Context: an optimization exercise on an open-source flow, tuned for small area and a short achievable clock period. The choices shown serve that exercise and are no tape-out recipe.
RTL that was checked went through simulation tests only; none was proved equivalent to the original.
No functional check of the RTL was part of runs 3 to 6.
No activity file was given, so power comes from the tool's default toggle rates.

<file path="flow/design.v">
`default_nettype none
package denise_pkg;
  localparam int ADDR_W      = 9;
  localparam int DATA_W      = 16;
  localparam int RGB_W       = 12;
  localparam int COMP_W      = 4;
  localparam int NUM_PLANES  = 6;
  localparam int PLANE_SEL_W = 3;
  localparam int CLUT_DEPTH  = 32;
  localparam int CLUT_IDX_W  = 5;
  localparam int PIX_IDX_W   = 6;
  localparam int LINE_PIXELS = 16;
  localparam int PIX_CNT_W   = 4;
  localparam logic [ADDR_W-1:0] BPLCON0_ADDR = 9'h100;
  localparam logic [ADDR_W-1:0] BPLCON2_ADDR = 9'h104;
  localparam logic [ADDR_W-1:0] BPLDAT_BASE  = 9'h110;
  localparam logic [ADDR_W-1:0] COLOR_BASE   = 9'h180;
  localparam int BPU_W      = 3;
  localparam int BPU_LSB    = 12;
  localparam int DBLPF_BIT  = 10;
  localparam int PF2PRI_BIT = 6;
  typedef enum logic [2:0] {
    OP_NONE    = 3'd0,
    OP_BPLCON0 = 3'd1,
    OP_BPLCON2 = 3'd2,
    OP_BPLDAT  = 3'd3,
    OP_COLOR   = 3'd4,
    OP_BAD     = 3'd5
  } reg_op_e;
  typedef struct packed {
    logic [BPU_W-1:0] bpu;
    logic             dblpf;
    logic             pf2pri;
  } bplcon_t;
endpackage
`default_nettype wire
`timescale 1ns/10ps
`default_nettype none
module denise_top (
  input  wire         clk,
  input  wire         rst_n,
  input  wire  [8:0]  paddr,
  input  wire         psel,
  input  wire         penable,
  input  wire         pwrite,
  input  wire  [15:0] pwdata,
  output logic [15:0] prdata,
  output logic        pready,
  output logic        pslverr,
  output logic [11:0] rgb,
  output logic        pix_valid
);
  logic        is_con0, is_con2, is_bpl, is_col;
  logic [2:0]  bsel;
  logic        wsetup;
  logic [7:0]  chi;
  logic [3:0]  clo;
  logic [31:0] cdec;
  assign is_con0 = paddr == 9'h100;
  assign is_con2 = paddr == 9'h104;
  assign bsel    = paddr[3:1];
  assign is_bpl  = paddr[8:4] == 5'h11 && !paddr[0] && bsel < 3'd6;
  assign is_col  = paddr[8:6] == 3'b110 && !paddr[0];
  assign wsetup  = psel && !penable && pwrite;
  always_comb begin
    for (int j = 0; j < 8; j++) chi[j] = paddr[5:3] == 3'(j);
    for (int k = 0; k < 4; k++) clo[k] = paddr[2:1] == 2'(k);
    for (int i = 0; i < 32; i++) cdec[i] = chi[i/4] && clo[i%4];
  end
  logic [7:0] wcol_hi_q;
  logic [3:0] wcol_lo_q;
  logic [5:0] wbpl_q;
  logic       wcon0_q;
  logic       wcon2_q;
  always_ff @(posedge clk) begin
    for (int j = 0; j < 8; j++) wcol_hi_q[j] <= wsetup && is_col && chi[j];
    wcol_lo_q <= clo;
    for (int p = 0; p < 6; p++) wbpl_q[p] <= wsetup && is_bpl && bsel == 3'(p);
    wcon0_q <= wsetup && is_con0;
    wcon2_q <= wsetup && is_con2;
  end
  logic [2:0] bpu_q,    bpu_d;
  logic       dblpf_q,  dblpf_d;
  logic       pf2pri_q, pf2pri_d;
  always_comb begin
    bpu_d    = bpu_q;
    dblpf_d  = dblpf_q;
    pf2pri_d = pf2pri_q;
    if (wcon0_q) begin
      bpu_d   = pwdata[14:12];
      dblpf_d = pwdata[10];
    end
    if (wcon2_q) pf2pri_d = pwdata[6];
    if (!rst_n) begin
      bpu_d    = '0;
      dblpf_d  = 1'b0;
      pf2pri_d = 1'b0;
    end
  end
  always_ff @(posedge clk) begin
    bpu_q    <= bpu_d;
    dblpf_q  <= dblpf_d;
    pf2pri_q <= pf2pri_d;
  end
  logic [11:0]  clut [32];
  logic [383:0] clut_flat;
  always_ff @(posedge clk) begin
    for (int i = 0; i < 32; i++) begin
      if (wcol_hi_q[i/4] && wcol_lo_q[i%4]) clut[i] <= pwdata[11:0];
    end
  end
  always_comb begin
    for (int i = 0; i < 32; i++) clut_flat[i*12 +: 12] = clut[i];
  end
  logic [11:0] rd_col;
  logic [14:0] rd_word;
  logic [14:0] prdata_q;
  logic        pslverr_q;
  logic        pready_q;
  denise_clut_rd rd_port (.tab(clut_flat), .sel(cdec), .q(rd_col));
  always_comb begin
    rd_word = {3'b000, rd_col & {12{is_col}}};
    if (is_con0) begin
      rd_word[14:12] = bpu_q;
      rd_word[10]    = rd_word[10] | dblpf_q;
    end
    if (is_con2) rd_word[6] = rd_word[6] | pf2pri_q;
  end
  always_ff @(posedge clk) begin
    pready_q  <= psel;
    pslverr_q <= !(is_con0 || is_con2 || is_col || (is_bpl && pwrite));
    prdata_q  <= rd_word;
  end
  assign pready  = pready_q;
  assign pslverr = pslverr_q;
  assign prdata  = {1'b0, prdata_q};
  logic [15:0] bpl_dat [1:5];
  logic [15:0] shift_q [6];
  logic [15:0] shift_d [6];
  logic [15:0] src     [6];
  logic        load;
  logic [3:0]  cnt_q;
  logic        active_q;
  assign load = wbpl_q[0];
  always_ff @(posedge clk) begin
    for (int p = 1; p < 6; p++) begin
      if (wbpl_q[p]) bpl_dat[p] <= pwdata;
    end
  end
  always_comb begin
    src[0] = pwdata;
    for (int p = 1; p < 6; p++) src[p] = bpl_dat[p];
    for (int p = 0; p < 6; p++) begin
      if (load) shift_d[p] = src[p] & {16{3'(p) < bpu_q}};
      else      shift_d[p] = {shift_q[p][14:0], 1'b0};
    end
  end
  always_ff @(posedge clk) begin
    for (int p = 0; p < 6; p++) shift_q[p] <= shift_d[p];
  end
  always_ff @(posedge clk) begin
    if (!rst_n) begin
      active_q <= 1'b0;
      cnt_q    <= '0;
    end else if (load) begin
      active_q <= 1'b1;
      cnt_q    <= '0;
    end else if (active_q) begin
      cnt_q <= cnt_q + 1'b1;
      if (cnt_q == 4'd15) active_q <= 1'b0;
    end
  end
  logic [5:0]  b;
  logic [2:0]  pf1, pf2;
  logic [4:0]  idx_d, idx_q;
  logic        ehb_d, ehb_q;
  always_comb begin
    for (int p = 0; p < 6; p++) b[p] = shift_d[p][15];
    pf1 = {b[4], b[2], b[0]};
    pf2 = {b[5], b[3], b[1]};
    ehb_d = 1'b0;
    if (!dblpf_d) begin
      idx_d = b[4:0];
      ehb_d = b[5] && bpu_d == 3'd6;
    end else if (pf2 != 3'd0 && (pf1 == 3'd0 || pf2pri_d)) begin
      idx_d = {2'b01, pf2};
    end else begin
      idx_d = {2'b00, pf1};
    end
  end
  always_ff @(posedge clk) begin
    idx_q <= idx_d;
    ehb_q <= ehb_d;
  end
  logic [31:0] pdec;
  logic [11:0] look;
  logic [11:0] pix;
  logic [11:0] rgb_q;
  logic        pv_q;
  always_comb begin
    for (int i = 0; i < 32; i++) pdec[i] = idx_q == 5'(i);
  end
  denise_clut_rd pix_port (.tab(clut_flat), .sel(pdec), .q(look));
  always_comb begin
    if (ehb_q) pix = {1'b0, look[11:9], 1'b0, look[7:5], 1'b0, look[3:1]};
    else       pix = look;
  end
  always_ff @(posedge clk) begin
    if (!rst_n || !active_q) begin
      rgb_q <= '0;
    end else begin
      rgb_q <= pix;
    end
    pv_q <= rst_n && active_q;
  end
  assign rgb       = rgb_q;
  assign pix_valid = pv_q;
endmodule
module denise_clut_rd (
  input  wire  [383:0] tab,
  input  wire  [31:0]  sel,
  output logic [11:0]  q
);
  logic [11:0] g [4];
  logic [11:0] n01, n23;
  for (genvar k = 0; k < 4; k++) begin : grp
    for (genvar c = 0; c < 12; c++) begin : bit_
      denise_or8 u_or8 (
        .d ({tab[(8*k+7)*12+c], tab[(8*k+6)*12+c], tab[(8*k+5)*12+c], tab[(8*k+4)*12+c],
             tab[(8*k+3)*12+c], tab[(8*k+2)*12+c], tab[(8*k+1)*12+c], tab[(8*k+0)*12+c]}),
        .s (sel[8*k +: 8]),
        .y (g[k][c])
      );
    end
  end
  for (genvar c = 0; c < 12; c++) begin : join_
    denise_nor2  u_n01 (.a(g[0][c]), .b(g[1][c]), .y(n01[c]));
    denise_nor2  u_n23 (.a(g[2][c]), .b(g[3][c]), .y(n23[c]));
    denise_nand2 u_q   (.a(n01[c]), .b(n23[c]), .y(q[c]));
  end
endmodule
module denise_or8 (
  input  wire  [7:0] d,
  input  wire  [7:0] s,
  output logic       y
);
  assign y = |(d & s);
endmodule
module denise_nor2 (
  input  wire  a,
  input  wire  b,
  output logic y
);
  assign y = !(a || b);
endmodule
module denise_nand2 (
  input  wire  a,
  input  wire  b,
  output logic y
);
  assign y = !(a && b);
endmodule
`default_nettype wire
</file>
<file path="flow/run.sh">
#!/bin/bash
# synth_recipe.tcl (not shown) runs the flow's synth.tcl, then flattens the netlist and writes it again
# the make line also repeats each setting of config.mk as NAME=value (left out here)
make -C /OpenROAD-flow-scripts/flow DESIGN_CONFIG=/design/flow/config.mk WORK_HOME=/design/flow/orfs CLKGATE_MAP_FILE= SYNTH_SCRIPT=/design/flow/synth_recipe.tcl finish
</file>
<file path="flow/config.mk">
export PLATFORM = sky130hd
export DESIGN_NAME = denise_top
export DESIGN_NICKNAME = denise_top
export VERILOG_FILES = /design/flow/design.v
export SDC_FILE = /design/flow/constraint.sdc
export NUM_CORES = 4
export LEC_CHECK = 0
export CAP_MARGIN = 20
export CORE_MARGIN = 2
export CORE_UTILIZATION = 40
export CTS_BUF_LIST = sky130_fd_sc_hd__clkbuf_16
export CTS_CLUSTER_DIAMETER = 100
export CTS_CLUSTER_SIZE = 20
export SETUP_SLACK_MARGIN = 4.5
export SLEW_MARGIN = 20
export SYNTH_HIERARCHICAL = 1
</file>
<file path="flow/constraint.sdc">
create_clock -name core_clock -period 7.0 [get_ports {clk}]
set_input_delay 1.4000 -clock core_clock [delete_from_list [all_inputs] [get_ports {clk}]]
set_output_delay 1.4000 -clock core_clock [all_outputs]
set_load 0.01 [all_outputs]
</file>
==> summary.txt, run 1 <==
Status: no timing/DRC/antenna violations
CP peak stage delay: 0.26 ns
Drt pass-1 iters: 6
Family with the most delay on the worst path: simple AND/OR/NAND/NOR gates
Max VDD drop: 0.000152 V
Final setup violation count: 0
Reg2Reg Launch Point: idx_q[0]
Longest Clk Path Bufs: 3
Hold WS: 0.445 ns
Synthesized area: 23,200 um2
Library cells used by synthesis: 50
Tmin final: 2.56 ns
Worst r2r dst: rgb_q[2]
Final ANT Viol Nets: 0
Sequential cell area fraction in the yosys report: 0.735
Area growth syn-to-layout: 17.9%
Vias in the first global route: 15,166
Wirelength per Cell: 28.9 um
CP max FO: 6
Cell Chain, Critical Path: buf_12 -> nand2b_4 -> or2_4 -> buf_12 -> nor2_4 -> buf_12 -> a22oi_2 -> nand4_1 -> nor2_4 -> nand2_1 -> and2_1
CP max stage cell: nand4_1
Fin Clk Skew: 0.0356 ns
Top Ports: 61
Core area: 57,600 um2
I/O Buffers: 59
Layout cells sized above 1: 0.195
Worst min path class: reg2reg
Cell area after layout: 27,400 um2
CP Data Required Time: 7.49 ns
Final Hold Fails: 0
Placed Area: 24,800 um2
Clock latency on the worst-skew pair: 0.59 ns
Routability cong.: 0.930
Most common cell after layout, fill and taps aside: edfxtp_1
Setup crit start kind: input port
Largest net degree at the start of global routing: 61
Cell depth of the worst setup path: 11
Die width: 245 um
Period utilization: 0.366
Die Footprint: 60,000 um2
Clock Sinks: 620
Fmax: 391 MHz
Final Util: 0.475
# H-tree levels: 2
CP most frequent cell: buf_12
EDFF count, synth: 464
FF-to-FF path depth: 9
Max_slew headroom: 0.276
Layout Nets: 1,735
CTS tree: built
Mapped Cells: 1,560
GRT Util Overall: 0.235
Initial Util: 0.403
Final TNS setup: 0 ns
Critical path launch point: paddr[1]
Max Cap Viol: 0
Detailed Place HPWL: 44,800 um
Via density: 6.32
Critical path arrival: 3.05 ns
Initial antenna violation count: 0
Rows: 88
RSZ-0062 raised after global routing: yes
CP endpoint kind: register
Ys flop type: edfxtp_1
Global route overflow: 0
Vias: 15,780
Worst path bufs/invs: 3
Crit Path Category: in2reg
Async S/R FF share, synth: 0
Hold_buf cts: 0
R2r setup slk: 4.47 ns
Clock transition at path regs: 0.09 ns
Routed WL: 72,300 um
Leakage: 8.77 nW
Worst-Margin Slew: 1.09 ns
Mean Syn Cell Area: 14.9 um2
Yosys warns: 14
Final Max Tran Viols: 0
Initial drt markers: 2,057
Antenna cell count: 0
Pwr per Cell Area: 231 nW/um2
Synth Register Bits: 620
Commonest non-fill, non-tap cells in the layout: edfxtp_1 (464), a22oi_1 (351), dfxtp_1 (140)
Root Buffer: clkbuf_16
Total CTS buffers: 36
Synthesized net count: 1,591
CP endpoint: prdata_q[5]
Post-route DRC violation count: 0
Die Y: 245 um
First-pass GRT wire length: 103,000 um
cell usage after synthesis, types with 6 or more instances:
| library cell | number | share of area |
|---|---|---|
| mux2i_1 | 14 | 0.0060 |
| clkbuf_1 | 25 | 0.0040 |
| nor2b_1 | 9 | 0.0024 |
| a22oi_1 | 384 | 0.12 |
| edfxtp_1 | 464 | 0.60 |
| nor2_1 | 143 | 0.023 |
| nand4_1 | 97 | 0.026 |
| dfxtp_1 | 156 | 0.13 |
| and2_1 | 52 | 0.014 |
| nand2b_1 | 8 | 0.0022 |
| nor3_1 | 6 | 0.0013 |
| nand2_1 | 41 | 0.0066 |
| a22o_1 | 87 | 0.033 |
metal layers:
layer / routed length [um] / global-route usage / vias up
met5: 0 / 0 / -
met4: 3240 / 0.0979 / 0
met3: 7740 / 0.0492 / 180
met2: 32400 / 0.366 / 989
met1: 28900 / 0.322 / 7927
li1: - / - / 6684
modules after synthesis (local to each module, per instance), a selection:
| module | flip-flops and latches | cells | copies in the design | cell area, um2 |
|---|---|---|---|---|
| denise_or8 | 0 | 5 | 96 | 36.3 |
| denise_nor2 | 0 | 1 | 48 | 3.75 |
| denise_nand2 | 0 | 1 | 24 | 3.75 |
| denise_top | 620 | 1008 | 1 | 19500 |
power breakdown:
part           switching, mW  internal (mW)  leakage, nW
registers            0.00582           3.94         5.44
logic                  0.158         0.0627         2.72
clock network           1.19          0.970        0.609
total                   1.36           4.97         8.77
registers in the layout, indices dropped and copies added, names as in the netlist, 3 cells and up:
signal,flops
bpl_dat,80
bpu_q,3
clut,384
cnt_q,4
idx_q,5
prdata_q,15
rgb_q,12
shift_q,90
wbpl_q,6
wcol_hi_q,8
wcol_lo_q,4
worst min-delay path by stage:
| stage | endpoint | slack [ns] | startpoint | depth (start not counted) |
|---|---|---|---|---|
| floorplan | shift_q[1][0] | 0.42 | bpl_dat[1][0] | 1 |
| global placement | shift_q[1][0] | 0.43 | bpl_dat[1][0] | 1 |
| detailed placement | shift_q[5][0] | 0.43 | bpl_dat[5][0] | 1 |
| CTS | shift_q[5][0] | 0.45 | bpl_dat[5][0] | 1 |
| global route | shift_q[5][0] | 0.46 | bpl_dat[5][0] | 1 |
| finish | shift_q[5][0] | 0.45 | bpl_dat[5][0] | 1 |
repair_timing:
item | in CTS | in global routing
setup buffers | 46 | 25
gates resized for setup | 300 | 76
setup endpoints to repair | 106 | 75
gates cloned | 2 | 1
pin swaps | 45 | 48
logic make-up after synthesis:
kind of cell / Yosys count / share of synthesized area
compound gates: 488 / 0.163
flops: 620 / 0.735
mux: 15 / 0.00652
xor+xnor: 3 / 0.00113
other cells: 1 / 0.000162
buf+inv: 40 / 0.00728
fa+ha+maj: 1 / 0.000539
simple gates: 392 / 0.0866
through the flow:
step           total power [mW]  worst slack (ns)  cells
2_1_floorplan              4.09              4.40   1560
3_3_place_gp               4.21              2.78   2357
3_5_place_dp               4.21              2.76   2357
4_1_cts                    6.35              4.46   2471
5_1_grt                    6.49              4.42   2497
6_report                   6.33              4.44   2497
layout make-up:
cell class | instances | area, um2
Clock inverter | 29 | 119
Multi-Input combinational cell | 902 | 6920
Sequential cell | 620 | 17100
Inverter | 6 | 22.5
Fill cell | 4931 | 30200
Timing Repair Buffer | 138 | 1340
Tap cell | 765 | 957
Clock buffer | 37 | 926
==> inputs of run 2 (changes only) <==
--- a/flow/config.mk
+++ b/flow/config.mk
@@ -11,6 +11,6 @@
 export CTS_BUF_LIST = sky130_fd_sc_hd__clkbuf_16
 export CTS_CLUSTER_DIAMETER = 100
 export CTS_CLUSTER_SIZE = 20
-export SETUP_SLACK_MARGIN = 4.5
+export SETUP_SLACK_MARGIN = 4.4
 export SLEW_MARGIN = 20
 export SYNTH_HIERARCHICAL = 1
==> run 2 against run 1 <==
Net effect:
- clock power about the same
- count of clock-buffer cells in the layout unchanged
- area after synthesis unchanged
- die area unchanged
- clock skew up 0.0032 ns
- maximum frequency down 4.3%
- setup slack worse by 0.11 ns
- global-route usage down 0.99 points
- largest power group unchanged
- highest routed layer is now met5
==> summary.txt, run 2 <==
Status: no timing/DRC/antenna violations
Layout Nets: 1,726
Fin Clk Skew: 0.0388 ns
Vias in the first global route: 15,181
Xor/xnor cell area share of the yosys netlist: 0.00113
Ys flop type: edfxtp_1
Placed Area: 25,100 um2
Commonest non-fill, non-tap cells in the layout: edfxtp_1 (464), a22oi_1 (379), dfxtp_1 (148)
Worst r2r dst: rgb_q[3]
Crit Path Category: reg2reg
Sequential cell area fraction in the yosys report: 0.735
Max_slew headroom: 0.342
Max Cap Viol: 0
Global route overflow: 0
Worst-Margin Slew: 0.987 ns
Yosys warns: 14
Worst min path class: reg2reg
Final Hold Fails: 0
Top flop regs: clut: 384 flops, shift_q: 90 flops, bpl_dat: 80 flops
Post-synth top area cell: edfxtp_1
WHS Endpoint: shift_q[2][0]
Detailed Place HPWL: 42,600 um
Clock latency on the worst-skew pair: 0.59 ns
Final ANT Viol Nets: 0
Post-synthesis mux area share: 0.00652
Root Buffer: clkbuf_16
Period utilization: 0.382
Leakage: 8.62 nW
CTS tree: built
Initial drt markers: 1,966
Worst hold start: bpl_dat[2][0]
Longest Clk Path Bufs: 3
Pwr per Cell Area: 236 nW/um2
Post-synth top cells: edfxtp_1 (464), a22oi_1 (384), dfxtp_1 (156)
Synthesized net count: 1,591
R2r setup slk: 4.33 ns
Synth Area in Adders: 0.000539
Max VDD drop: 0.000260 V
Hold_buf cts: 0
Initial Util: 0.403
Library cells used by synthesis: 50
RSZ-0062 raised after global routing: yes
Drt pass-1 iters: 6
Mapped Cells: 1,560
Antenna cell count: 0
First-pass GRT wire length: 100,000 um
CP Data Required Time: 7.41 ns
Worst setup margin: 4.33 ns
I/O Buffers: 59
Routability cong.: 0.887
Async S/R FF share, synth: 0
Worst hold stages: 1
Top Ports: 61
Most common cell after layout, fill and taps aside: edfxtp_1
Critical path arrival: 3.08 ns
Synthesized area: 23,200 um2
Max FFs per register: 384
Mean Syn Cell Area: 14.9 um2
Core area: 57,600 um2
Synth Register Bits: 620
# H-tree levels: 2
CP endpoint kind: register
Die width: 245 um
Power, Total: 6.32 mW
CP max FO: 12
Clock transition at path regs: 0.08 ns
Rows: 88
Total CTS buffers: 37
Cell area after layout: 26,800 um2
Post-route DRC violation count: 0
Die Footprint: 60,000 um2
Synth Area in Simple Gates: 0.0866
Die Y: 245 um
Biggest register: clut
Routed WL: 68,700 um
Post-place setup slack: 2.83 ns
Setup crit start kind: register
Compound-cell area share of the yosys netlist: 0.163
Most common cell in the netlist: edfxtp_1
GRT Util Overall: 0.226
Clock Sinks: 620
Synth top area share: 0.600
Top cells by area, synth: edfxtp_1 (60%), dfxtp_1 (13%), a22oi_1 (12%), a22o_1 (3.3%), nand4_1 (2.6%)
Tmin final: 2.67 ns
Via density: 6.23
Main combinational cell family by area after synthesis: compound AO/OA/AOI/OAI gates
Vias: 15,495
Layout cells sized above 1: 0.134
Final TNS setup: 0 ns
Wirelength per Cell: 27.6 um
Final Util: 0.466
Final setup violation count: 0
Reg2Reg Launch Point: idx_q[4]
Area growth syn-to-layout: 15.6%
Initial antenna violation count: 1
Largest net degree at the start of global routing: 90
FF-to-FF path depth: 7
Final Max Tran Viols: 0
EDFF count, synth: 464
Fmax: 374 MHz
-- run 2: cell counts after synthesis --
Identical to the previous run, type by type.
-- run 2: power by group --
group / internal (mW) / switching (mW)
clock: 0.978 / 1.19
combinational: 0.0590 / 0.147
sequential: 3.94 / 0.00492
-- run 2: cells by family (layout without fill, tap and decap cells) --
kind of cell             count (synthesis)  in the layout
AO/OA/AOI/OAI                          488            488
XOR/XNOR                                 3              3
adder cells (fa/ha/maj)                  1              1
buffers and inverters                   40            200
flip-flops                             620            620
multiplexers                            15             15
other                                    1              1
AND/OR/NAND/NOR                        392            395
-- run 2: how the worst max path moves through the flow --
stage,start,end,slack (ns)
after floorplan,paddr[1],prdata_q[10],4.40
after global placement,paddr[3],prdata_q[8],2.85
final,idx_q[4],rgb_q[3],4.33
after detailed placement,paddr[3],prdata_q[8],2.83
after CTS,paddr[1],prdata_q[8],4.36
after global routing,idx_q[1],rgb_q[3],4.37
-- run 2: per-module statistics from Yosys (local to each module, per instance), excerpt --
module / flip-flops and latches / cell area [um2]
denise_nand2: 0 / 3.75
denise_nor2: 0 / 3.75
denise_or8: 0 / 36.3
denise_top: 620 / 19500
-- run 2: final cells by class --
cell class                 instances  area, um2
tap                              765        957
fill                            4981      30700
inverter                           6       22.5
clock inverter                    30        140
timing repair buffer             127       1220
sequential                       620      17100
clock buffer                      37        926
multi-input combinational        903       6510
-- run 2: worst max-delay path, cell delays in order, from the launching register on --
cell and delay [ns]:
dfxtp_1 0.41, or3_1 0.59, nor2_4 0.44, a22oi_1 0.15, nand4_1 0.24, nor2_1 0.10
nand2_1 0.15, nor3b_1 0.43
-- run 2: through the flow --
| step | hold WS [ns] | std cells |
|---|---|---|
| final | 0.450 | 2488 |
| after global placement | 0.425 | 2385 |
| after global routing | 0.469 | 2488 |
| after floorplan | 0.420 | 1560 |
| after detailed placement | 0.434 | 2386 |
| after CTS | 0.457 | 2484 |
-- run 2: repair_timing --
item / in CTS / in global routing
resized for setup: 156 / 31
buffers inserted: 29 / 3
pin swaps: 27 / 22
setup endpoints to repair: 73 / 30
gates cloned: 2 / 1
hold endpoints to repair: 0 / 0
-- run 2: per-layer routing --
| layer | vias to the layer above | wire length (um) | GRT usage |
|---|---|---|---|
| li1 | 6668 | - | - |
| met4 | 2 | 2060 | 0.0703 |
| met5 | - | 14 | 0 |
| met2 | 916 | 31000 | 0.353 |
| met1 | 7782 | 28600 | 0.316 |
| met3 | 127 | 7050 | 0.0466 |
==> inputs of run 3 (changes only) <==
--- a/flow/design.v
+++ b/flow/design.v
@@ -63,7 +63,7 @@
   assign is_col  = paddr[8:6] == 3'b110 && !paddr[0];
   assign wsetup  = psel && !penable && pwrite;
   always_comb begin
-    for (int j = 0; j < 8; j++) chi[j] = paddr[5:3] == 3'(j);
+    for (int j = 0; j < 8; j++) chi[j] = is_col && paddr[5:3] == 3'(j);
     for (int k = 0; k < 4; k++) clo[k] = paddr[2:1] == 2'(k);
     for (int i = 0; i < 32; i++) cdec[i] = chi[i/4] && clo[i%4];
   end
@@ -73,7 +73,7 @@
   logic       wcon0_q;
   logic       wcon2_q;
   always_ff @(posedge clk) begin
-    for (int j = 0; j < 8; j++) wcol_hi_q[j] <= wsetup && is_col && chi[j];
+    for (int j = 0; j < 8; j++) wcol_hi_q[j] <= wsetup && chi[j];
     wcol_lo_q <= clo;
     for (int p = 0; p < 6; p++) wbpl_q[p] <= wsetup && is_bpl && bsel == 3'(p);
     wcon0_q <= wsetup && is_con0;
@@ -119,7 +119,7 @@
   logic        pready_q;
   denise_clut_rd rd_port (.tab(clut_flat), .sel(cdec), .q(rd_col));
   always_comb begin
-    rd_word = {3'b000, rd_col & {12{is_col}}};
+    rd_word = {3'b000, rd_col};
     if (is_con0) begin
       rd_word[14:12] = bpu_q;
       rd_word[10]    = rd_word[10] | dblpf_q;
--- a/flow/config.mk
+++ b/flow/config.mk
@@ -8,9 +8,6 @@
 export CAP_MARGIN = 20
 export CORE_MARGIN = 2
 export CORE_UTILIZATION = 40
-export CTS_BUF_LIST = sky130_fd_sc_hd__clkbuf_16
-export CTS_CLUSTER_DIAMETER = 100
-export CTS_CLUSTER_SIZE = 20
-export SETUP_SLACK_MARGIN = 4.4
+export SETUP_SLACK_MARGIN = 4.3
 export SLEW_MARGIN = 20
 export SYNTH_HIERARCHICAL = 1
==> run 3 against run 2 <==
Net effect:
- via count increased by 1.8%
- area after synthesis decreased by 0.27%
- power increased by 19%
- highest routed layer is now met4
- routed wire length increased by 2.6%
- count of clock-buffer cells in the layout increased by 44
- cell count increased by 2.0%
- clock power increased by 58%
==> summary.txt, run 3 <==
Status: no timing/DRC/antenna violations
Top flop regs: clut: 384 flops, shift_q: 90 flops, bpl_dat: 80 flops
Period utilization: 0.396
Layout cells sized above 1: 0.178
Final Hold Fails: 0
Placed Area: 24,900 um2
Pwr per Cell Area: 267 nW/um2
Synth top area share: 0.602
CP max stage cell: nor2_2
Critical path arrival: 3.34 ns
Area growth syn-to-layout: 21.7%
Fmax: 361 MHz
Fin Clk Skew: 0.0326 ns
Synth Register Bits: 620
Ys flop type: edfxtp_1
Hold WS: 0.447 ns
Die width: 245 um
# H-tree levels: 2
Via density: 6.22
Largest net degree at the start of global routing: 90
Layout Nets: 1,750
Drt pass-1 iters: 6
Cell Chain, Critical Path: or3b_2 -> nor2_2 -> a22oi_1 -> nand4_1 -> nor2_1 -> nand2_1 -> mux2i_1 -> nor2_1
Mean Syn Cell Area: 14.9 um2
CP peak stage delay: 0.65 ns
Initial drt markers: 2,033
Tmin final: 2.77 ns
Crit Path Category: reg2reg
Sequential cell area fraction in the yosys report: 0.737
Top Ports: 61
Core area: 57,500 um2
GRT Util Overall: 0.233
Max_slew headroom: 0.250
Routed WL: 70,500 um
Most common cell in the netlist: edfxtp_1
Die Y: 245 um
Synthesized area: 23,100 um2
Final TNS setup: 0 ns
Worst min path class: reg2reg
Wirelength per Cell: 27.8 um
Vias in the first global route: 15,284
Final setup violation count: 0
Setup crit start kind: register
Commonest non-fill, non-tap cells in the layout: edfxtp_1 (464), a22oi_1 (372), dfxtp_1 (151)
CP max FO: 12
Total CTS buffers: 61
Max Cap Viol: 0
Dpl cells: 2,352
Biggest register: clut
I/O Buffers: 59
Layout Cells excl Fill: 2,537
Clock transition at path regs: 0.06 ns
Async S/R FF share, synth: 0
Routability cong.: 0.967
Final ANT Viol Nets: 0
Leakage: 9.16 nW
Max VDD drop: 0.000223 V
Initial Util: 0.403
Clock latency on the worst-skew pair: 0.66 ns
Post-synth top area cell: edfxtp_1
Longest Clk Path Bufs: 3
Mapped Cells: 1,550
Post-synth top cells: edfxtp_1 (464), a22oi_1 (384), dfxtp_1 (156)
Synthesized net count: 1,581
Cell area after layout: 28,200 um2
First-pass GRT wire length: 102,000 um
Post-route DRC violation count: 0
Top cells by area, synth: edfxtp_1 (60%), dfxtp_1 (13%), a22oi_1 (12%), a22o_1 (3.2%), nand4_1 (2.6%)
Max FFs per register: 384
Worst setup margin: 4.23 ns
CP endpoint kind: register
RSZ-0062 raised after global routing: yes
Yosys warns: 14
Most common cell after layout, fill and taps aside: edfxtp_1
Final Max Tran Viols: 0
Vias: 15,779
Initial antenna violation count: 2
Detailed Place HPWL: 44,300 um
Library cells used by synthesis: 52
EDFF count, synth: 464
Global route overflow: 0
Fill count: 4,873
Rows: 88
Clock Sinks: 620
CTS tree: built
Worst-Margin Slew: 1.12 ns
Die Footprint: 59,800 um2
Root Buffer: clkbuf_16
CP Data Required Time: 7.57 ns
CP most frequent cell: nor2_1
Post-place setup slack: 2.95 ns
-- run 3: cell count changes in the layout (fill, tap and decap cells not counted), moves of 11 or more --
| cell | change |
|---|---|
| buf_4 | -18 |
| nor2_1 | -11 |
| nor2_2 | +16 |
| inv_1 | -23 |
| clkbuf_16 | +26 |
| buf_12 | +16 |
-- run 3: worst max-delay path: cells and delay by family (launching register included) --
kind | cells | cell delay, ns
simple gates | 6 | 1.95
mux | 1 | 0.08
compound gates | 1 | 0.15
flops | 1 | 0.52
-- run 3: cell type report --
type / count / area [um2] / share of cell area
Clock inverter: 34 / 429 / 0.0152
Multi-Input combinational cell: 892 / 6470 / 0.230
Antenna cell: 1 / 2.50 / 0.0000888
Inverter: 8 / 30.0 / 0.00107
Sequential cell: 620 / 17100 / 0.606
Timing Repair Buffer: 136 / 1500 / 0.0533
Tap cell: 765 / 957 / 0.0340
Clock buffer: 81 / 1720 / 0.0610
-- run 3: Yosys stat by module (local to each module, per instance), excerpt --
module / cells / times used
denise_top: 998 / 1
denise_nor2: 1 / 48
denise_nand2: 1 / 24
denise_or8: 5 / 96
-- run 3: logic make-up after synthesis --
group | Yosys count | synth area share
AO/OA/AOI/OAI | 489 | 0.164
flip-flops | 620 | 0.737
AND/OR/NAND/NOR | 382 | 0.0836
buffers and inverters | 39 | 0.00703
other | 1 | 0.000162
adder cells (fa/ha/maj) | 1 | 0.000540
XOR/XNOR | 3 | 0.00114
multiplexers | 15 | 0.00654
-- run 3: worst paths after layout --
check	from	endpoint	slack (ns)	depth (start not counted)
setup / recovery	idx_q[3]	rgb_q[5]	4.23	8
hold / removal	bpl_dat[2][0]	shift_q[2][0]	0.45	1
setup reg to reg	idx_q[3]	rgb_q[5]	4.23	8
hold reg to reg	bpl_dat[2][0]	shift_q[2][0]	0.45	1
-- run 3: power breakdown --
part	internal, mW	leakage [nW]	switching [mW]	total (mW)
logic	0.0319	2.71	0.102	0.134
clock network	1.97	1.02	1.46	3.43
registers	3.95	5.43	0.00665	3.95
-- run 3: metal layers --
metal  global-route usage  part of all wire  vias to the layer above
li1                     -                 -                     6731
met1                0.326              0.42                     7965
met2                0.363              0.45                      922
met3               0.0429             0.092                      161
met4               0.0839             0.038                        0
met5                    0                 0                        -
-- run 3: what timing repair did --
| item | in CTS | in global routing |
|---|---|---|
| setup buffers | 60 | 6 |
| pin swaps | 46 | 40 |
| resized for setup | 111 | 59 |
| hold buffers | 0 | 0 |
| setup endpoints to repair | 53 | 33 |
| gates cloned | 1 | 0 |
-- run 3: stage by stage --
step	power (mW)	util
after floorplan	4.05	-
after global placement	4.15	0.433
after detailed placement	4.16	0.433
after CTS	7.56	0.486
after global routing	7.71	0.490
final	7.52	0.490
==> inputs of run 4 (changes only) <==
--- a/flow/config.mk
+++ b/flow/config.mk
@@ -8,6 +8,8 @@
 export CAP_MARGIN = 20
 export CORE_MARGIN = 2
 export CORE_UTILIZATION = 40
+export CTS_BUF_LIST = sky130_fd_sc_hd__clkbuf_8
+export CTS_CLUSTER_SIZE = 16
 export SETUP_SLACK_MARGIN = 4.3
 export SLEW_MARGIN = 20
 export SYNTH_HIERARCHICAL = 1
==> run 4 against run 3 <==
Net effect:
- still clean
- global-route usage increased by 0.42 points
- die area unchanged
- cell count grew 2.4%
- sequential power barely moved
- area after synthesis unchanged
- largest power group unchanged
==> summary.txt, run 4 <==
Period utilization: 0.393
Clock latency on the worst-skew pair: 0.72 ns
First-pass GRT wire length: 104,000 um
Die Footprint: 59,800 um2
CTS tree: built
Initial antenna violation count: 2
Leakage: 9.16 nW
Initial Util: 0.403
Biggest register: clut
Layout Nets: 1,777
Synthesized area: 23,100 um2
# H-tree levels: 3
Final ANT Viol Nets: 0
Cell Chain, Critical Path: clkdlybuf4s18_2 -> nor2b_1 -> nand2_2 -> nor2_4 -> a22oi_1 -> nand4_1 -> nor2_2 -> nand2_1
Most common cell after layout, fill and taps aside: edfxtp_1
Tmin final: 2.75 ns
EDFF count, synth: 464
Worst setup margin: 4.25 ns
Register area: 17,100 um2
Critical path arrival: 3.35 ns
Most common cell in the netlist: edfxtp_1
Clock Sinks: 620
Crit Path Category: in2reg
Post-route DRC violation count: 0
Setup crit start kind: input port
Final TNS setup: 0 ns
Max VDD drop: 0.000131 V
Top cells by area, synth: edfxtp_1 (60%), dfxtp_1 (13%), a22oi_1 (12%), a22o_1 (3.2%), nand4_1 (2.6%)
CP max FO: 9
Dpl cells: 2,352
Async S/R FF share, synth: 0
Die width: 245 um
Max_slew headroom: 0.238
Critical path launch point: paddr[3]
Worst path bufs/invs: 1
Global route overflow: 0
Worst hold start: bpl_dat[2][0]
Status: no timing/DRC/antenna violations
Worst-Margin Slew: 1.14 ns
Family with the most delay on the worst path: simple AND/OR/NAND/NOR gates
CP peak stage delay: 0.36 ns
Routability cong.: 0.967
Drt pass-1 iters: 6
Max Cap Viol: 0
Synth top area share: 0.602
GRT Util Overall: 0.237
Total CTS buffers: 100
Fin Clk Skew: 0.0329 ns
Library cells used by synthesis: 52
Wirelength per Cell: 27.4 um
Via density: 6.11
Post-place setup slack: 2.95 ns
Ys flop type: edfxtp_1
Root Buffer: clkbuf_8
Final Max Tran Viols: 0
Max FFs per register: 384
Rows: 88
CP max stage cell: clkdlybuf4s18_2
Final Hold Fails: 0
Longest Clk Path Bufs: 3
Layout Cells excl Fill: 2,599
Synth Register Bits: 620
Top flop regs: clut: 384 flops, shift_q: 90 flops, bpl_dat: 80 flops
Final Util: 0.481
Mean Syn Cell Area: 14.9 um2
Top Ports: 61
Die Y: 245 um
Post-synth top area cell: edfxtp_1
Pwr per Cell Area: 257 nW/um2
Detailed Place HPWL: 44,300 um
I/O Buffers: 59
Area of the multi-input gates: 6450 um2
Worst min path class: reg2reg
Reg2Reg Launch Point: idx_q[1]
Fmax: 364 MHz
Clock transition at path regs: 0.06 ns
Mapped Cells: 1,550
Power, Total: 7.11 mW
Post-synth top cells: edfxtp_1 (464), a22oi_1 (384), dfxtp_1 (156)
Routed WL: 71,200 um
CP Data Required Time: 7.60 ns
Sequential cell area fraction in the yosys report: 0.737
Commonest non-fill, non-tap cells in the layout: edfxtp_1 (464), a22oi_1 (379), dfxtp_1 (147)
Largest net degree at the start of global routing: 90
CP endpoint kind: register
Yosys warns: 14
Core area: 57,500 um2
Vias in the first global route: 15,598
Vias: 15,888
Area growth syn-to-layout: 19.5%
Layout cells sized above 1: 0.197
Initial drt markers: 1,923
Final setup violation count: 0
RSZ-0062 raised after global routing: yes
Fill count: 4,973
Synthesized net count: 1,581
[run 4: timing repair]
action                                  CTS  global route
hold buffers                              0             0
gates cloned                              1             0
pin swaps                                35            25
endpoints found under the setup margin   54            37
gates resized for setup                 162            57
buffers inserted                         50             5
[run 4: routing by layer]
metal / vias up / share of wire / GRT usage
met2: 919 / 0.46 / 0.370
li1: 6804 / - / -
met4: 0 / 0.029 / 0.0786
met1: 8028 / 0.42 / 0.326
met3: 137 / 0.093 / 0.0548
met5: - / 0 / 0
[run 4: through the flow]
step,cell area (um2),hold slack (ns)
final,27700,0.446
after global routing,27700,0.459
after CTS,27600,0.450
after detailed placement,24900,0.435
after global placement,24900,0.423
after floorplan,23500,0.420
[run 4: final timing paths]
check	end	cells after the start	slack, ns
worst min-delay path	shift_q[2][0]	1	0.45
worst max-delay path	prdata_q[2]	8	4.25
worst min register to register	shift_q[2][0]	1	0.45
worst max register to register	rgb_q[1]	8	4.36
[run 4: power breakdown]
group / internal [mW] / leakage, nW / switching (mW) / total [mW]
clock: 1.56 / 1.17 / 1.47 / 3.03
sequential: 3.95 / 5.43 / 0.00662 / 3.96
combinational: 0.0280 / 2.56 / 0.101 / 0.129
[run 4: cells by family after synthesis]
kind of cell,synth area share
adder cells (fa/ha/maj),0.000540
buffers and inverters,0.00703
AND/OR/NAND/NOR,0.0836
AO/OA/AOI/OAI,0.164
XOR/XNOR,0.00114
flip-flops,0.737
other,0.000162
multiplexers,0.00654
[run 4: cell type report]
cell class | count | share of cell area
timing repair buffer | 124 | 0.0431
inverter | 8 | 0.00109
clock inverter | 76 | 0.0151
tap | 765 | 0.0346
antenna | 2 | 0.000181
sequential | 620 | 0.617
multi-input combinational | 892 | 0.233
clock buffer | 112 | 0.0557
[run 4: modules after synthesis (local to each module, per instance), a selection]
module        flip-flops and latches  cell area (um2)  times used
denise_top                       620            19400           1
denise_nand2                       0             3.75          24
denise_or8                         0             36.3          96
denise_nor2                        0             3.75          48
==> inputs of run 5 (changes only) <==
--- a/flow/design.v
+++ b/flow/design.v
@@ -67,15 +67,17 @@
     for (int k = 0; k < 4; k++) clo[k] = paddr[2:1] == 2'(k);
     for (int i = 0; i < 32; i++) cdec[i] = chi[i/4] && clo[i%4];
   end
-  logic [7:0] wcol_hi_q;
-  logic [3:0] wcol_lo_q;
-  logic [5:0] wbpl_q;
+  logic       wr;
+  logic [5:0] wbpl;
+  logic       load_q;
   logic       wcon0_q;
   logic       wcon2_q;
-  always_ff @(posedge clk) begin
-    for (int j = 0; j < 8; j++) wcol_hi_q[j] <= wsetup && chi[j];
-    wcol_lo_q <= clo;
-    for (int p = 0; p < 6; p++) wbpl_q[p] <= wsetup && is_bpl && bsel == 3'(p);
+  assign wr = psel && penable && pwrite;
+  always_comb begin
+    for (int p = 0; p < 6; p++) wbpl[p] = wr && is_bpl && bsel == 3'(p);
+  end
+  always_ff @(posedge clk) begin
+    load_q  <= wsetup && is_bpl && bsel == 3'd0;
     wcon0_q <= wsetup && is_con0;
     wcon2_q <= wsetup && is_con2;
   end
@@ -106,7 +108,7 @@
   logic [383:0] clut_flat;
   always_ff @(posedge clk) begin
     for (int i = 0; i < 32; i++) begin
-      if (wcol_hi_q[i/4] && wcol_lo_q[i%4]) clut[i] <= pwdata[11:0];
+      if (wr && cdec[i]) clut[i] <= pwdata[11:0];
     end
   end
   always_comb begin
@@ -141,10 +143,10 @@
   logic        load;
   logic [3:0]  cnt_q;
   logic        active_q;
-  assign load = wbpl_q[0];
+  assign load = load_q;
   always_ff @(posedge clk) begin
     for (int p = 1; p < 6; p++) begin
-      if (wbpl_q[p]) bpl_dat[p] <= pwdata;
+      if (wbpl[p]) bpl_dat[p] <= pwdata;
     end
   end
   always_comb begin
--- a/flow/config.mk
+++ b/flow/config.mk
@@ -8,8 +8,9 @@
 export CAP_MARGIN = 20
 export CORE_MARGIN = 2
 export CORE_UTILIZATION = 40
-export CTS_BUF_LIST = sky130_fd_sc_hd__clkbuf_8
-export CTS_CLUSTER_SIZE = 16
+export CTS_BUF_LIST = sky130_fd_sc_hd__clkbuf_16
+export CTS_CLUSTER_DIAMETER = 100
+export CTS_CLUSTER_SIZE = 20
 export SETUP_SLACK_MARGIN = 4.3
 export SLEW_MARGIN = 20
 export SYNTH_HIERARCHICAL = 1
==> run 5 against run 4 <==
Net effect:
- still clean on timing, DRC and antenna
- first-iteration DRC count down 1.0%
- routed wire length down 0.36%
- final area up 1.2%
- die area down 1.9%
- sequential power down 3%
- critical path depth up 3
- clock skew down 0.0098 ns
- maximum frequency down 4.9%
- register-to-register slack worse by 0.16 ns
- combinational power up about 10%
- global-route usage down 0.088 points
- critical path type unchanged
- largest power group unchanged
==> summary.txt, run 5 <==
Max_slew headroom: 0.277
Biggest register: clut
Fill count: 4,717
Worst hold start: bpl_dat[2][0]
Most common cell in the netlist: edfxtp_1
Largest net degree at the start of global routing: 91
Clock power frac: 0.351
Tmin final: 2.89 ns
Drt pass-1 iters: 5
Fin Clk Skew: 0.0232 ns
Final Max Tran Viols: 0
Main combinational cell family by area after synthesis: compound AO/OA/AOI/OAI gates
Clock Sinks: 603
Final setup violation count: 0
I/O Buffers: 59
Hold_buf cts: 0
Routed WL: 71,000 um
Status: no timing/DRC/antenna violations
Layout Nets: 1,775
Post-synthesis mux area share: 0.00667
Synth top area share: 0.614
Mapped Cells: 1,533
Top flop regs: clut: 384 flops, shift_q: 90 flops, bpl_dat: 80 flops
Initial drt markers: 1,903
Clock transition at path regs: 0.08 ns
Root Buffer: clkbuf_16
Synth Area in Adders: 0.000551
Post-synth top cells: edfxtp_1 (464), a22oi_1 (385), nor2_1 (177)
Compound-cell area share of the yosys netlist: 0.167
Wirelength per Cell: 28.1 um
Area growth syn-to-layout: 23.3%
Period utilization: 0.413
Synthesized area: 22,700 um2
Max VDD drop: 0.000165 V
CP endpoint kind: register
Switching share of total power: 0.207
Reg2Reg Launch Point: idx_q[1]
Most common cell after layout, fill and taps aside: edfxtp_1
Psw: 1.27 mW
Layout cells sized above 1: 0.207
Pwr per Cell Area: 220 nW/um2
Sequential power share: 0.626
Top Ports: 61
First-pass GRT wire length: 102,000 um
Mean Syn Cell Area: 14.8 um2
Synthesized net count: 1,564
CTS tree: built
Clock latency on the worst-skew pair: 0.58 ns
Critical path launch point: paddr[8]
Commonest non-fill, non-tap cells in the layout: edfxtp_1 (464), a22oi_1 (367), dfxtp_1 (134)
# H-tree levels: 2
Max Cap Viol: 0
CP max FO: 9
Vias: 15,854
Worst-Margin Slew: 1.08 ns
Global route overflow: 0
Fmax: 346 MHz
Comb power frac: 0.023
Rows: 87
Layout Cells excl Fill: 2,528
Xor/xnor cell area share of the yosys netlist: 0.00116
Routability cong.: 0.957
CP Data Required Time: 7.44 ns
Crit Path Category: in2reg
EDFF count, synth: 464
Die Footprint: 58,700 um2
Final Hold Fails: 0
Final TNS setup: 0 ns
Dpl cells: 2,333
Internal power: 4.87 mW
Setup crit start kind: input port
Final ANT Viol Nets: 0
Initial Util: 0.403
Worst min path class: reg2reg
GRT Util Overall: 0.236
Initial antenna violation count: 2
Critical path arrival: 3.34 ns
Sequential cell area fraction in the yosys report: 0.736
Max FFs per register: 384
Ys flop type: edfxtp_1
Longest Clk Path Bufs: 3
Detailed Place HPWL: 43,600 um
Via density: 6.27
Total CTS buffers: 36
Post-route DRC violation count: 0
Synth Area in Simple Gates: 0.0802
Power, Total: 6.15 mW
RSZ-0062 raised after global routing: yes
Leakage: 8.98 nW
Top cells by area, synth: edfxtp_1 (61%), a22oi_1 (13%), dfxtp_1 (12%), a22o_1 (3.2%), nor2_1 (2.9%)
Die Y: 242 um
Core area: 56,300 um2
Library cells used by synthesis: 51
Synth Register Bits: 603
Async S/R FF share, synth: 0
Vias in the first global route: 15,273
Die width: 242 um
Yosys warns: 14
Post-synth top area cell: edfxtp_1
## run 5: logic make-up (layout without fill, tap and decap cells)
logic type,Yosys count,in the layout
AOI/OAI and AO/OA,491,491
xor gates and xnor gates,3,3
adders and majority gates,1,1
buffers and inverters,42,278
DFF,603,603
muxes,15,15
other,1,2
and+or+nand+nor,377,379
## run 5: power groups by stage
stage	Sequential (mW)	Combinational, mW	Clock [mW]
2_1_floorplan	3.93	0.0291	0
3_3_place_gp	3.93	0.127	0
3_5_place_dp	3.93	0.128	0
4_1_cts	3.85	0.139	2.21
5_1_grt	3.85	0.148	2.32
6_report	3.85	0.142	2.16
## run 5: critical path: stages
cell and delay (ns):
buf_2 0.09, nor3b_4 0.16, and3b_2 0.24, buf_12 0.16, nand2_8 0.16, nor2_4 0.08, buf_4 0.18, a22oi_1 0.22
nand4_1 0.31, nor2_2 0.22, nand2_1 0.09
## run 5: through the flow
step	instance area, um2	setup slack, ns	hold slack, ns	util
floorplan	23300	4.06	0.420	-
CTS	27600	4.22	0.450	0.490
global placement	24800	2.86	0.422	0.440
detailed placement	24800	2.84	0.431	0.440
global route	28000	4.11	0.472	0.497
finish	28000	4.11	0.446	0.497
## run 5: what timing repair did
| item | 4_1_cts | 5_1_grt |
|---|---|---|
| gates resized for setup | 170 | 26 |
| gates cloned | 3 | 0 |
| setup buffers | 102 | 24 |
| pin swaps | 87 | 33 |
| endpoints found under the setup margin | 537 | 320 |
## run 5: modules after synthesis, one instance, submodules excluded, a selection
module | times used | cells inside | flip-flops and latches | area [um2]
denise_top | 1 | 981 | 603 | 18900
denise_or8 | 96 | 5 | 0 | 36.3
denise_nand2 | 24 | 1 | 0 | 3.75
denise_nor2 | 48 | 1 | 0 | 3.75
## run 5: layer usage
metal  share of wire  GRT usage
met1            0.42      0.334
met3           0.090     0.0397
met5         0.00018          0
met4           0.037     0.0822
met2            0.46      0.368
## run 5: final cells by class
class,instances,area (um2),share of cell area
Inverter,6,22.5,0.000805
Clock buffer,38,951,0.0340
Antenna cell,1,2.50,0.0000894
Multi-Input combinational cell,890,6860,0.245
Clock inverter,27,124,0.00442
Tap cell,756,946,0.0338
Sequential cell,603,16700,0.597
Timing Repair Buffer,207,2370,0.0845
## run 5: final timing paths
kind / to / slack, ns / cells after the start
max: prdata_q[0] / 4.11 / 11
min: shift_q[2][0] / 0.45 / 1
max reg2reg: rgb_q[10] / 4.20 / 8
min reg2reg: shift_q[2][0] / 0.45 / 1
==> inputs of run 6 (changes only) <==
--- a/flow/config.mk
+++ b/flow/config.mk
@@ -10,7 +10,7 @@
 export CORE_UTILIZATION = 40
 export CTS_BUF_LIST = sky130_fd_sc_hd__clkbuf_16
 export CTS_CLUSTER_DIAMETER = 100
-export CTS_CLUSTER_SIZE = 20
+export CTS_CLUSTER_SIZE = 25
 export SETUP_SLACK_MARGIN = 4.3
 export SLEW_MARGIN = 20
 export SYNTH_HIERARCHICAL = 1
==> run 6 against run 5 <==
Net effect:
- worst hold slack gained 0.0034 ns
- count of clock-buffer cells in the layout shrank 8
- sequential cell count is the same
- critical endpoint is now prdata_q[6]
- combinational power grew 3%
- area after synthesis is the same
- power shrank 3.6%
- first-iteration DRC count grew 16%
- final area grew 0.87%
- sequential share of layout area shrank 0.50 points
- sequential power is essentially flat
- critical path depth grew 2
- highest routed layer unchanged
==> summary.txt, run 6 <==
Status: no timing/DRC/antenna violations
Critical path arrival: 3.35 ns
Clock Sinks: 603
Synthesized net count: 1,564
CP max FO: 12
Post-place setup slack: 2.84 ns
Synth Register Bits: 603
Comb power frac: 0.025
Placed Area: 24,800 um2
Area growth syn-to-layout: 24.4%
Wirelength per Cell: 28.2 um
# H-tree levels: 1
GRT met2 Usage: 0.371
Sequential cell area fraction in the yosys report: 0.736
Rows: 87
Top flop regs: clut: 384 flops, shift_q: 90 flops, bpl_dat: 80 flops
Reg2Reg Launch Point: idx_q[3]
Top cells by area, synth: edfxtp_1 (61%), a22oi_1 (13%), dfxtp_1 (12%), a22o_1 (3.2%), nor2_1 (2.9%)
Vias: 15,883
CP endpoint: prdata_q[6]
Sequential power share: 0.650
Initial drt markers: 2,200
Vias in the first global route: 15,267
Max VDD drop: 0.000186 V
Register area: 16,700 um2
GRT busiest layer: met2
Fmax: 353 MHz
Synth top area share: 0.614
Via density: 6.27
Max FFs per register: 384
Die width: 242 um
Drt pass-1 iters: 6
Worst hold stages: 1
Area of the multi-input gates: 7010 um2
Hold WS: 0.450 ns
Most common cell after layout, fill and taps aside: edfxtp_1
Final Max Tran Viols: 0
Yosys warns: 14
Family with the most delay on the worst path: simple AND/OR/NAND/NOR gates
Die Footprint: 58,700 um2
Layout cells sized above 1: 0.230
Post-synth top area cell: edfxtp_1
Ys flop type: edfxtp_1
Die Y: 242 um
Initial Util: 0.403
Clock power frac: 0.326
Largest net degree at the start of global routing: 91
EDFF count, synth: 464
Cell Chain, Critical Path: buf_6 -> nor3b_4 -> buf_4 -> and3_4 -> buf_12 -> nand2_8 -> nor2_4 -> buf_12 -> a22oi_2 -> nand4_1 -> nor2_1 -> nand2_1 -> a21o_1
Clock latency on the worst-skew pair: 0.63 ns
CP peak stage delay: 0.25 ns
I/O Buffers: 59
Total CTS buffers: 28
Core area: 56,300 um2
Max_slew headroom: 0.277
Worst-Margin Slew: 1.08 ns
Worst r2r dst: rgb_q[10]
Async S/R FF share, synth: 0
Worst path bufs/invs: 4
Biggest register: clut
Clock transition at path regs: 0.10 ns
Routability cong.: 0.957
Synthesized area: 22,700 um2
Final setup violation count: 0
Top Ports: 61
Mapped Cells: 1,533
Final TNS setup: 0 ns
Cell depth of the worst setup path: 13
Post-route DRC violation count: 0
Layout Nets: 1,788
Most common cell in the netlist: edfxtp_1
Internal power: 4.70 mW
Initial antenna violation count: 2
Routed WL: 71,400 um
First-pass GRT wire length: 103,000 um
Detailed Place HPWL: 43,600 um
Post-synth top cells: edfxtp_1 (464), a22oi_1 (385), nor2_1 (177)
Pwr per Cell Area: 210 nW/um2
Period utilization: 0.405
Psw: 1.22 mW
M3 GR Usage: 0.0397
Longest Clk Path Bufs: 3
Antenna cell count: 0
Library cells used by synthesis: 51
Fill count: 4,723
Cell area after layout: 28,200 um2
Critical path launch point: paddr[8]
Met1 GRT Util: 0.335
CP most frequent cell: buf_12
Root Buffer: clkbuf_16
Commonest non-fill, non-tap cells in the layout: edfxtp_1 (464), a22oi_1 (344), dfxtp_1 (133)
CP endpoint kind: register
Worst setup margin: 4.16 ns
Worst min path class: reg2reg
GRT Util Overall: 0.235
Leakage: 9.02 nW
RSZ-0062 raised after global routing: yes
CP Data Required Time: 7.51 ns
Max Cap Viol: 0
Final ANT Viol Nets: 0
Crit Path Category: in2reg
FF-to-FF path depth: 9
Tmin final: 2.84 ns
Final Hold Fails: 0
CP max stage cell: a22oi_2
Switching share of total power: 0.207
CTS tree: built
Setup crit start kind: input port
Fin Clk Skew: 0.0212 ns
Mean Syn Cell Area: 14.8 um2
R2r setup slk: 4.27 ns
Global route overflow: 0
==> run 6: power groups by stage <==
stage | combinational (mW) | clock (mW) | sequential [mW]
3_5_place_dp | 0.128 | 0 | 3.93
6_report | 0.146 | 1.93 | 3.85
3_3_place_gp | 0.127 | 0 | 3.93
5_1_grt | 0.153 | 2.09 | 3.85
2_1_floorplan | 0.0291 | 0 | 3.93
4_1_cts | 0.141 | 1.98 | 3.85
==> run 6: timing repair <==
item / in CTS / in global routing
pin swaps: 105 / 54
setup buffers: 110 / 34
cloned: 5 / 1
hold buffers: 0 / 0
hold endpoints to repair: 0 / 0
setup endpoints to repair: 537 / 251
gates resized for setup: 196 / 52
==> run 6: area by class of cell <==
| class | count | area share |
|---|---|---|
| flip-flops and latches | 603 | 0.592 |
| clock buffers | 30 | 0.0266 |
| repair buffers | 225 | 0.0943 |
| well taps | 756 | 0.0335 |
| multi-input cells | 893 | 0.248 |
| clock inverters | 22 | 0.00421 |
| inverters | 6 | 0.000798 |
==> run 6: Yosys stat by module, one instance, submodules excluded, excerpt <==
module,flip-flops and latches,cells,copies in the design
denise_or8,0,5,96
denise_top,603,981,1
denise_nor2,0,1,48
denise_nand2,0,1,24
==> run 6: cell families after synthesis <==
family	Yosys count	share of synthesized area
other	1	0.000165
xor gates and xnor gates	3	0.00116
AOI/OAI and AO/OA	491	0.167
adders and majority gates	1	0.000551
buffers and inverters	42	0.00788
DFF	603	0.736
muxes	15	0.00667
and+or+nand+nor	377	0.0802
==> run 6: worst min-delay path by stage <==
stage,to,slack (ns),startpoint
detailed placement,shift_q[2][0],0.43,bpl_dat[2][0]
finish,shift_q[2][0],0.45,bpl_dat[2][0]
CTS,shift_q[2][0],0.45,bpl_dat[2][0]
global route,shift_q[1][1],0.48,shift_q[1][0]
global placement,shift_q[1][0],0.42,bpl_dat[1][0]
floorplan,shift_q[1][0],0.42,bpl_dat[1][0]
==> run 6: metal layers <==
layer / vias to the layer above / wire, um / part of all wire
li1: 6787 / - / -
met4: 2 / 2510 / 0.035
met3: 138 / 6400 / 0.090
met2: 910 / 32600 / 0.46
met5: - / 13 / 0.00018
met1: 8046 / 29900 / 0.42
==> run 6: metrics by stage <==
step / utilization / instances / total power, mW
after detailed placement: 0.440 / 2333 / 4.06
after global placement: 0.440 / 2333 / 4.06
after floorplan: - / 1533 / 3.96
after CTS: 0.490 / 2500 / 5.96
after global routing: 0.502 / 2535 / 6.09
final: 0.502 / 2535 / 5.92
==> run 6: worst register-to-register path: cells and delay by family, from the launching register on <==
kind | cells | cell delay (ns)
AND/OR/NAND/NOR | 6 | 1.35
flip-flops | 1 | 0.44
AO/OA/AOI/OAI | 1 | 0.21
multiplexers | 1 | 0.34
buffers and inverters | 1 | 0.23
==> inputs of run 7 (changes only) <==
--- a/flow/design.v
+++ b/flow/design.v
@@ -63,24 +63,31 @@
   assign is_col  = paddr[8:6] == 3'b110 && !paddr[0];
   assign wsetup  = psel && !penable && pwrite;
   always_comb begin
-    for (int j = 0; j < 8; j++) chi[j] = is_col && paddr[5:3] == 3'(j);
+    for (int j = 0; j < 8; j++) chi[j] = paddr[5:3] == 3'(j);
     for (int k = 0; k < 4; k++) clo[k] = paddr[2:1] == 2'(k);
     for (int i = 0; i < 32; i++) cdec[i] = chi[i/4] && clo[i%4];
   end
-  logic       wr;
-  logic [5:0] wbpl;
-  logic       load_q;
-  logic       wcon0_q;
-  logic       wcon2_q;
-  assign wr = psel && penable && pwrite;
-  always_comb begin
-    for (int p = 0; p < 6; p++) wbpl[p] = wr && is_bpl && bsel == 3'(p);
-  end
-  always_ff @(posedge clk) begin
+  logic        wbpl_q;
+  logic        load_q;
+  logic        wcon0_q;
+  logic        wcon2_q;
+  logic [31:0] wcol;
+  logic [5:1]  wbpl;
+  logic        wdec_bpl_nc, wdec_bpl_nc_n;
+  logic [7:0]  wchi_q;
+  logic [3:0]  wclo_q;
+  always_ff @(posedge clk) begin
+    for (int j = 0; j < 8; j++) wchi_q[j] <= wsetup && is_col && chi[j];
+    wclo_q  <= clo;
+    wbpl_q  <= wsetup && is_bpl && bsel != 3'd0;
     load_q  <= wsetup && is_bpl && bsel == 3'd0;
     wcon0_q <= wsetup && is_con0;
     wcon2_q <= wsetup && is_con2;
   end
+  logic [31:0] wcol_n;
+  logic [5:1]  wbpl_n;
+  denise_wsel wsel_col (.hi(wchi_q), .lo(wclo_q), .y(wcol), .y_n(wcol_n));
+  denise_wdec #(.N(6),  .W(3)) wdec_bpl (.en(wbpl_q), .a(paddr[3:1]), .y({wbpl, wdec_bpl_nc}), .y_n({wbpl_n, wdec_bpl_nc_n}));
   logic [2:0] bpu_q,    bpu_d;
   logic       dblpf_q,  dblpf_d;
   logic       pf2pri_q, pf2pri_d;
@@ -108,7 +115,7 @@
   logic [383:0] clut_flat;
   always_ff @(posedge clk) begin
     for (int i = 0; i < 32; i++) begin
-      if (wr && cdec[i]) clut[i] <= pwdata[11:0];
+      clut[i] <= (pwdata[11:0] & {12{wcol[i]}}) | (clut[i] & {12{wcol_n[i]}});
     end
   end
   always_comb begin
@@ -121,7 +128,7 @@
   logic        pready_q;
   denise_clut_rd rd_port (.tab(clut_flat), .sel(cdec), .q(rd_col));
   always_comb begin
-    rd_word = {3'b000, rd_col};
+    rd_word = {3'b000, rd_col & {12{is_col}}};
     if (is_con0) begin
       rd_word[14:12] = bpu_q;
       rd_word[10]    = rd_word[10] | dblpf_q;
@@ -146,7 +153,7 @@
   assign load = load_q;
   always_ff @(posedge clk) begin
     for (int p = 1; p < 6; p++) begin
-      if (wbpl[p]) bpl_dat[p] <= pwdata;
+      bpl_dat[p] <= (pwdata & {16{wbpl[p]}}) | (bpl_dat[p] & {16{wbpl_n[p]}});
     end
   end
   always_comb begin
@@ -174,7 +181,7 @@
   end
   logic [5:0]  b;
   logic [2:0]  pf1, pf2;
-  logic [4:0]  idx_d, idx_q;
+  logic [4:0]  idx_d;
   logic        ehb_d, ehb_q;
   always_comb begin
     for (int p = 0; p < 6; p++) b[p] = shift_d[p][15];
@@ -190,8 +197,11 @@
       idx_d = {2'b00, pf1};
     end
   end
-  always_ff @(posedge clk) begin
-    idx_q <= idx_d;
+  logic [7:0] ihi_q;
+  logic [3:0] ilo_q;
+  always_ff @(posedge clk) begin
+    for (int j = 0; j < 8; j++) ihi_q[j] <= idx_d[4:2] == 3'(j);
+    for (int k = 0; k < 4; k++) ilo_q[k] <= idx_d[1:0] == 2'(k);
     ehb_q <= ehb_d;
   end
   logic [31:0] pdec;
@@ -200,7 +210,7 @@
   logic [11:0] rgb_q;
   logic        pv_q;
   always_comb begin
-    for (int i = 0; i < 32; i++) pdec[i] = idx_q == 5'(i);
+    for (int i = 0; i < 32; i++) pdec[i] = ihi_q[i/4] && ilo_q[i%4];
   end
   denise_clut_rd pix_port (.tab(clut_flat), .sel(pdec), .q(look));
   always_comb begin
@@ -217,6 +227,35 @@
   end
   assign rgb       = rgb_q;
   assign pix_valid = pv_q;
+endmodule
+module denise_wsel (
+  input  wire  [7:0]  hi,
+  input  wire  [3:0]  lo,
+  output logic [31:0] y,
+  output logic [31:0] y_n
+);
+  always_comb begin
+    for (int i = 0; i < 32; i++) begin
+      y[i]   = hi[i/4] && lo[i%4];
+      y_n[i] = !(hi[i/4] && lo[i%4]);
+    end
+  end
+endmodule
+module denise_wdec #(
+  parameter int N = 32,
+  parameter int W = 5
+) (
+  input  wire          en,
+  input  wire  [W-1:0] a,
+  output logic [N-1:0] y,
+  output logic [N-1:0] y_n
+);
+  always_comb begin
+    for (int i = 0; i < N; i++) begin
+      y[i]   = en && a == W'(i);
+      y_n[i] = !en || a != W'(i);
+    end
+  end
 endmodule
 module denise_clut_rd (
   input  wire  [383:0] tab,
--- a/flow/config.mk
+++ b/flow/config.mk
@@ -10,7 +10,7 @@
 export CORE_UTILIZATION = 40
 export CTS_BUF_LIST = sky130_fd_sc_hd__clkbuf_16
 export CTS_CLUSTER_DIAMETER = 100
-export CTS_CLUSTER_SIZE = 25
-export SETUP_SLACK_MARGIN = 4.3
+export CTS_CLUSTER_SIZE = 20
+export SETUP_SLACK_MARGIN = 4.5
 export SLEW_MARGIN = 20
 export SYNTH_HIERARCHICAL = 1
==> run 7 against run 6 <==
Net effect:
- still clean
- critical path depth down 4
- routed wire length is 26% higher
- sequential share of layout area fell by 12 points
- combinational power increased by 46%
- via count up 25%
- die area is 3.8% higher
- clock power increased by 14%
- power grew 1.4%
- maximum frequency increased by 11%
- critical endpoint unchanged
- largest cell class unchanged
==> summary.txt, run 7 <==
Status: no timing/DRC/antenna violations
Switching share of total power: 0.230
Worst path bufs/invs: 2
CP peak stage delay: 0.33 ns
Fmax: 392 MHz
Power, Total: 6.01 mW
Fin Clk Skew: 0.0295 ns
Tmin final: 2.55 ns
Psw: 1.38 mW
Initial drt markers: 2,529
Internal power: 4.62 mW
Detailed Place HPWL: 58,900 um
Worst-Margin Slew: 0.918 ns
Max_slew headroom: 0.387
Sequential power share: 0.598
Via density: 6.76
Pwr per Cell Area: 227 nW/um2
Clock latency on the worst-skew pair: 0.59 ns
Setup crit start kind: input port
Routability cong.: 1.01
Wirelength per Cell: 30.6 um
Longest Clk Path Bufs: 3
Mapped Cells: 2,199
Final Hold Fails: 0
Critical path arrival: 3.02 ns
Fill count: 5,341
Final Max Tran Viols: 0
Mean Syn Cell Area: 10.7 um2
CP max FO: 7
Family with the most delay on the worst path: simple AND/OR/NAND/NOR gates
Rows: 88
GRT met2 Usage: 0.425
CP most frequent cell: buf_12
CTS tree: built
Largest net degree at the start of global routing: 64
Comb power frac: 0.035
GRT busiest layer: met2
Synthesized area: 23,600 um2
Initial antenna violation count: 0
Post-route DRC violation count: 0
Commonest non-fill, non-tap cells in the layout: dfxtp_1 (606), a22o_1 (551), a22oi_1 (351)
Core area: 58,000 um2
Top flop regs: clut: 384 flops, shift_q: 90 flops, bpl_dat: 80 flops
CP Data Required Time: 7.47 ns
Worst min path class: reg2reg
Met1 GRT Util: 0.418
Root Buffer: clkbuf_16
Clock transition at path regs: 0.09 ns
Synthesized net count: 2,230
Max VDD drop: 0.000183 V
Die Y: 247 um
Vias in the first global route: 18,428
Area growth syn-to-layout: 12.5%
CP endpoint kind: register
Top Ports: 61
Clock power frac: 0.367
Final setup violation count: 0
Biggest register: clut
Area of the multi-input gates: 11,000 um2
Routed WL: 90,100 um
Global route overflow: 0
Layout cells sized above 1: 0.134
Die Footprint: 60,900 um2
Placed Area: 24,600 um2
Drt pass-1 iters: 7
Layout Nets: 2,209
Cell area after layout: 26,500 um2
Period utilization: 0.365
Initial Util: 0.406
I/O Buffers: 59
Max FFs per register: 384
Register area: 12,500 um2
Most common cell after layout, fill and taps aside: dfxtp_1
Crit Path Category: in2reg
# H-tree levels: 2
GRT Util Overall: 0.287
Clock Sinks: 623
Hold WS: 0.455 ns
Cell Chain, Critical Path: buf_12 -> or3b_4 -> nor2_4 -> buf_12 -> a22oi_2 -> nand4_1 -> nor2_2 -> nand2_1 -> a22o_1
Total CTS buffers: 37
Yosys warns: 16
Final ANT Viol Nets: 0
CP max stage cell: or3b_4
Final TNS setup: 0 ns
Max Cap Viol: 0
RSZ-0062 raised after global routing: yes
M3 GR Usage: 0.0510
Leakage: 9.66 nW
Die width: 247 um
First-pass GRT wire length: 129,000 um
Vias: 19,917
==> run 7: worst reg2reg max path, cell delays in order (launching register included) <==
cell,delay (ns)
dfxtp_1,0.62
and2_1,0.58
a22oi_1,0.22
nand4_1,0.24
nor2_1,0.14
nand2_1,0.17
nor3b_1,0.39
==> run 7: final timing paths <==
check | slack (ns) | start | endpoint | cells after the start
worst max-delay path | 4.45 | paddr[5] | prdata_q[6] | 9
worst min-delay path | 0.46 | shift_q[0][1] | shift_q[0][2] | 1
worst max register to register | 4.51 | ilo_q[2] | rgb_q[3] | 6
worst min register to register | 0.46 | shift_q[0][1] | shift_q[0][2] | 1
==> run 7: final cells by class <==
type	count	area share
clock buffer	39	0.0368
antenna	1	0.0000944
sequential	623	0.472
timing repair buffer	108	0.0388
multi-input combinational	1400	0.414
inverter	8	0.00123
tap	765	0.0361
clock inverter	3	0.00109
==> run 7: timing repair <==
action / in CTS / in global routing
gates cloned: 1 / 2
hold buffers: 0 / 0
setup buffers: 23 / 12
endpoints found under the setup margin: 178 / 42
pin swaps: 32 / 29
gates resized for setup: 267 / 48
==> run 7: stage by stage <==
stage | util | setup WS, ns | cells
after detailed placement | 0.425 | 2.47 | 2866
final | 0.457 | 4.45 | 2947
after floorplan | - | 4.31 | 2199
after global routing | 0.457 | 4.43 | 2946
after CTS | 0.452 | 4.49 | 2932
after global placement | 0.425 | 2.51 | 2866
==> run 7: per-layer routing <==
metal  share of wire  up-vias  wire (um)
met5               0        -          0
met4           0.035        0       3130
met3           0.090      179       8140
met2            0.43     1150      38500
met1            0.45     9941      40300
li1                -     8647          -
==> run 7: power groups by stage <==
stage	Combinational, mW	Clock (mW)	Sequential [mW]
global route	0.217	2.37	3.59
global placement	0.176	0	3.68
CTS	0.200	2.25	3.59
finish	0.213	2.20	3.59
floorplan	0.0923	0	3.66
detailed placement	0.178	0	3.67

## separate check: timing with driven ports
No port has a modelled driver above. Below, the same layouts with a new extraction and two added sets of constraints.
Step 1 (the two cells are an assumption about what drives the block):
set clk [get_ports {clk}]
set_driving_cell -lib_cell sky130_fd_sc_hd__clkbuf_16 $clk
set_driving_cell -lib_cell sky130_fd_sc_hd__buf_2 [delete_from_list [all_inputs] $clk]
Step 2 moves the port delays by t, midway between the first and last clock arrival at a register: inputs arrive t later, outputs are due t later. That takes back most of the time a late clock gives input paths.
Slacks: ideal ports / drivers / drivers and shift; pairs: ideal ports / drivers.
| run | t, ns | setup slack, ns | worst hold slack (ns) | cell pins on the clock port's net |
|---|---|---|---|---|
| run 1 | 0.633 | 4.440 / 4.428 / 3.801 | 0.445 / 0.445 / 0.445 | 1 |
| run 2 | 0.619 | 4.325 / 4.325 / 3.778 | 0.450 / 0.450 / 0.450 | 1 |
| run 3 | 0.698 | 4.227 / 4.227 / 3.568 | 0.447 / 0.447 / 0.447 | 1 |
| run 4 | 0.755 | 4.251 / 4.274 / 3.519 | 0.446 / 0.446 / 0.446 | 1 |
| run 5 | 0.627 | 4.110 / 4.141 / 3.513 | 0.446 / 0.446 / 0.446 | 1 |
| run 6 | 0.675 | 4.165 / 4.190 / 3.515 | 0.450 / 0.450 / 0.450 | 1 |
| run 7 | 0.643 | 4.447 / 4.443 / 3.812 | 0.455 / 0.455 / 0.455 | 1 |
After both steps setup and hold are still met in every run listed. The setup slack of run 4, which loses most, moves by +0.023 ns with the drivers and by -0.732 ns with both steps.
